Source: an optimization exercise on an open RTL-to-GDS flow (aim: small area). Production flows keep margins and buffers that such runs may drop. At most, simulation tests tie the RTL to the original design; equivalence was not proved. Power and IR drop assume default switching activity.

Setup of alpha:
// sent_tx
module sent_tx (
  input  logic                  clk,
  input  logic                  rst,
  input  logic                  cfg_vld,     
  input  sent_pkg::sent_cfg_t   cfg,         
  input  logic                  frame_vld,   
  input  sent_pkg::sent_frame_t frame,       
  output logic                  fifo_empty,  
  output logic                  fifo_full,   
  output logic                  sent         
);
  logic                  wr;
  sent_pkg::sent_cfg_t   active_cfg;
  sent_pkg::sent_frame_t cur;
  logic                  pop;
  logic                  done;
  logic                  idle;
  logic                  tick;
  sent_host_if u_host_if (
    .clk         (clk),
    .rst         (rst),
    .cfg_vld     (cfg_vld),
    .cfg         (cfg),
    .frame_vld   (frame_vld),
    .engine_idle (idle),
    .fifo_empty  (fifo_empty),
    .wr          (wr),
    .active_cfg  (active_cfg)
  );
  sent_frame_fifo u_fifo (
    .clk   (clk),
    .rst   (rst),
    .wr    (wr),
    .wdata (frame),
    .pop   (pop),
    .done  (done),
    .cur   (cur),
    .empty (fifo_empty),
    .full  (fifo_full)
  );
  sent_tick_gen u_tick_gen (
    .clk       (clk),
    .rst       (rst),
    .run       (!idle),
    .ctick_len (active_cfg.ctick_len),
    .tick      (tick)
  );
  sent_frame_engine u_engine (
    .clk   (clk),
    .rst   (rst),
    .tick  (tick),
    .cfg   (active_cfg),
  ...
==> module sent_frame_fifo, before the edit <==
module sent_frame_fifo (
  input  logic                  clk,
  input  logic                  rst,
  input  logic                  wr,       
  input  sent_pkg::sent_frame_t wdata,    
  input  logic                  pop,      
  input  logic                  done,     
  output sent_pkg::sent_frame_t cur,      
  output logic                  empty,    
  output logic                  full      
);
  localparam int DEPTH = 32;
  localparam int NST   = DEPTH + 1;  
  localparam int CW    = $clog2(DEPTH) + 1;
  logic [CW-1:0] cnt;
  logic          empty_now;
  logic          full_now;
  logic          wr_ok;
  logic          rd_ok;
  assign empty_now = (cnt == '0);
  assign full_now  = cnt[CW-1];
  assign wr_ok = wr && !full_now;
  assign rd_ok = pop && !empty_now;
  always_ff @(posedge clk or posedge rst)
  begin
    if (rst)
      cnt <= '0;
    else if (wr_ok != rd_ok)
      cnt <= rd_ok ? cnt - 1'b1 : cnt + 1'b1;
  end
  always_ff @(posedge clk or posedge rst)
  begin
    if (rst)
    begin
      empty <= 1'b1;
      full  <= 1'b0;
    end
    else
    begin
      empty <= empty_now;
      full  <= full_now;
    end
  end
  logic [NST-1:0][30:0] st;    
  logic [NST-1:0]       vld;
  logic [NST-1:0]       room;  
  logic [NST:0]         mv;    
  logic [NST-1:0]       keep;  
  localparam int RG = 4;
  localparam int NG = (NST + RG - 1) / RG;
  logic [NG-1:0] groom;  
  genvar i, g;
  generate
    for (g = 0; g < NG; g++)
    begin : g_grp
      logic [RG-1:0] loc;  
      for (i = 0; i < RG; i++)
      begin : g_loc
        if (g*RG + i < NST)
        begin : g_in
          if (i == 0)
            assign loc[i] = !vld[g*RG];
          else
            assign loc[i] = loc[i-1] || !vld[g*RG + i];
          if (g == 0)
            assign room[g*RG + i] = loc[i];
          else
            assign room[g*RG + i] = loc[i] || groom[g-1];
        end
        else
        begin : g_out
          assign loc[i] = loc[i-1];
        end
      end
      if (g == 0)
        assign groom[g] = loc[RG-1];
      else
        assign groom[g] = loc[RG-1] || groom[g-1];
    end
  endgenerate
  assign mv[0] = 1'b0;
  generate
    for (i = 1; i < NST; i++)
    begin : g_mv
      assign mv[i] = vld[i] && room[i-1];
    end
  endgenerate
  assign mv[NST] = wr_ok;
  generate
    for (i = 0; i < NST; i++)
    begin : g_st
      logic [30:0] din;
      assign keep[i] = vld[i] && !(i == 0 ? done : mv[i]);
      assign din     = (i == NST-1) ? wdata : st[(i == NST-1) ? i : i+1];
      always_ff @(posedge clk or posedge rst)
      begin
        if (rst)
          vld[i] <= 1'b0;
        else
          vld[i] <= keep[i] || mv[i+1];
      end
      always_ff @(posedge clk)
        st[i] <= (st[i] & {31{keep[i]}}) | (din & {31{mv[i+1]}});
    end
  endgenerate
  assign cur = st[0];
endmodule
clock: 10.0 ns
lec_check: 0
abc_area: 1
cap_margin: 20
core_margin: 2
core_utilization: 70
place_density: 0.8
slew_margin: 20
standard.sh (not shown) runs the stock make flow with config.mk's settings and CLKGATE_MAP_FILE= SYNTH_SCRIPT=/design/flow/synth_recipe.tcl, a recipe that flattens the netlist after the stock synthesis.
==> flow/flow/run.sh <==
#!/bin/bash
# Standard ORFS layout with three changes:
#  - after the standard synthesis, the combinational logic is re-mapped with ABC's
#    area mapper (flip-flops untouched, see remap.tcl);
#  - port buffers use the smallest buffer cell;
#  - the clock tree uses small clock buffers in tight sink clusters, no dummy loads.
set -euo pipefail
R=orfs/results/$FLOW_PLATFORM/sent_tx/base
LIB=$FLOW_HOME/platforms/$FLOW_PLATFORM/lib/sky130_fd_sc_hd__tt_025C_1v80.lib
bash standard.sh synth > standard_synth.log 2>&1
cp $R/1_2_yosys.v standard_1_2_yosys.v
DU=$(sed -n '/^export DONT_USE_CELLS += \\/,/^#/p' $FLOW_HOME/platforms/$FLOW_PLATFORM/config.mk | grep -o 'sky130_fd_sc_hd__[a-z0-9_]*' | sed 's/^/-dont_use /' | tr '\n' ' ')
LIB=$LIB IN=standard_1_2_yosys.v OUT=remapped.v TOP=$FLOW_TOP SCR=flow/nf.scr DU="$DU" \
  yosys -c flow/remap.tcl > remap.log 2>&1
cp remapped.v $R/1_2_yosys.v
touch $R/1_2_yosys.v
CTS="-sink_clustering_enable -repair_clock_nets -dont_use_dummy_load"
CTS="$CTS -buf_list sky130_fd_sc_hd__clkbuf_4 -sink_clustering_size 10 -sink_clustering_max_diameter 40"
bash standard.sh "CTS_ARGS=$CTS" "BUFFER_PORTS_ARGS=-buffer_cell sky130_fd_sc_hd__buf_1" finish > standard_flow.log 2>&1
cp orfs/logs/*/sent_tx/base/*.log . 2>/dev/null || true
==> flow/flow/nf.scr <==
strash
&get -n
&dch
&nf -a -R 1000
&put
topo
==> flow/flow/remap.tcl <==
# Re-map the combinational cells of the standard synthesis netlist with ABC's
# area-oriented &nf mapper. Flip-flops and tie cells stay as they are (same
# instances, names and cell types); only the logic between them is re-mapped.
yosys -import
set lib $::env(LIB)
read_liberty -ignore_miss_func -overwrite $lib
read_verilog $::env(IN)
hierarchy -top $::env(TOP)
foreach c [split [string trim [tee -q -s result.string select -list-mod =A:*]] "\n"] { }
set seq {}
foreach m [split [string trim [tee -q -s result.string select -list-mod =*]] "\n"] {
  if {[string match "sky130_fd_sc_hd__*df*" $m] || [string match "sky130_fd_sc_hd__conb*" $m] || [string match "sky130_fd_sc_hd__dl*" $m]} {
    blackbox $m
  }
}
flatten
opt_clean
abc -liberty $lib -script $::env(SCR) {*}$::env(DU)
opt_clean -purge
stat -liberty $lib
write_verilog -noattr $::env(OUT)
[inputs] beta vs alpha
diff --git a/flow/design.v b/flow/design.v
--- a/flow/design.v
+++ b/flow/design.v
@@ -122,49 +122,20 @@
   end
   logic [NST-1:0][30:0] st;    
   logic [NST-1:0]       vld;
   logic [NST-1:0]       room;  
   logic [NST:0]         mv;    
   logic [NST-1:0]       keep;  
-  localparam int RG = 4;
-  localparam int NG = (NST + RG - 1) / RG;
-  logic [NG-1:0] groom;  
-  genvar i, g;
-  generate
-    for (g = 0; g < NG; g++)
-    begin : g_grp
-      logic [RG-1:0] loc;  
-      for (i = 0; i < RG; i++)
-      begin : g_loc
-        if (g*RG + i < NST)
-        begin : g_in
-          if (i == 0)
-            assign loc[i] = !vld[g*RG];
-          else
-            assign loc[i] = loc[i-1] || !vld[g*RG + i];
-          if (g == 0)
-            assign room[g*RG + i] = loc[i];
-          else
-            assign room[g*RG + i] = loc[i] || groom[g-1];
-        end
-        else
-        begin : g_out
-          assign loc[i] = loc[i-1];
-        end
-      end
-      if (g == 0)
-        assign groom[g] = loc[RG-1];
-      else
-        assign groom[g] = loc[RG-1] || groom[g-1];
-    end
-  endgenerate
-  assign mv[0] = 1'b0;
+  assign room[0] = !vld[0];  
+  assign mv[0]   = 1'b0;
+  genvar i;
   generate
     for (i = 1; i < NST; i++)
-    begin : g_mv
-      assign mv[i] = vld[i] && room[i-1];
+    begin : g_room
+      assign room[i] = !vld[i] || room[i-1];
+      assign mv[i]   = vld[i] && room[i-1];
     end
   endgenerate
   assign mv[NST] = wr_ok;
   generate
     for (i = 0; i < NST; i++)
     begin : g_st
Notes after the runs:
- Comparing beta and alpha, the lower transition time at the pin with the least slew margin was measured on alpha.
- [compare] base=alpha new=beta: final antenna diode count now smaller; clock-buffer cell count now smaller; share of power burned in the clock network now larger.
- Lower data arrival time at the worst-slack endpoint goes to beta over alpha.
- beta finished end to end and its layout was clean on timing, DRC and antenna.
- beta — total power 720 uW lower, alpha as reference
- On sequential share of layout area, beta tracks alpha almost exactly.
- Last weighted congestion value of the routability-driven placer (higher): beta
- ~same buffering overhead in beta and alpha
- ~same post-synthesis instance area in beta and alpha
- Of beta and alpha, the run reporting the lower maximum vdd ir drop was beta.
- [compare] base=alpha new=beta: worst-case headroom to the max-slew limit now smaller, core utilization comparable.
Only the layout flow was run in alpha; the RTL was not checked for function there.

separate check: timing with driven ports:
How much do the figures lean on ideal ports? The routed layouts below were timed once more, with nothing changed but the port constraints.
Step 1 sets driving cells, clkbuf_16 on the clock port and buf_2 on the other inputs (assumed; they add their load-dependent delay and slew).
Step 2 moves the port delays by t, midway between the first and last clock arrival at a register: inputs arrive t later, outputs are due t later. That takes back most of the time a late clock gives input paths.
Slacks: no drivers / after step 1 / after step 2; pairs: no drivers / after step 1.
run	t, ns	setup WS [ns]	worst hold slack (ns)	clock arrival spread, ns	worst data-port slew with drivers (ns)
alpha	1.039	0.639 / 0.639 / 0.639	0.424 / 0.424 / 0.424	0.061 / 0.061	0.08
beta	1.051	0.687 / 0.687 / 0.687	0.420 / 0.420 / 0.420	0.089 / 0.090	0.04
After both steps every run listed still meets setup and hold.
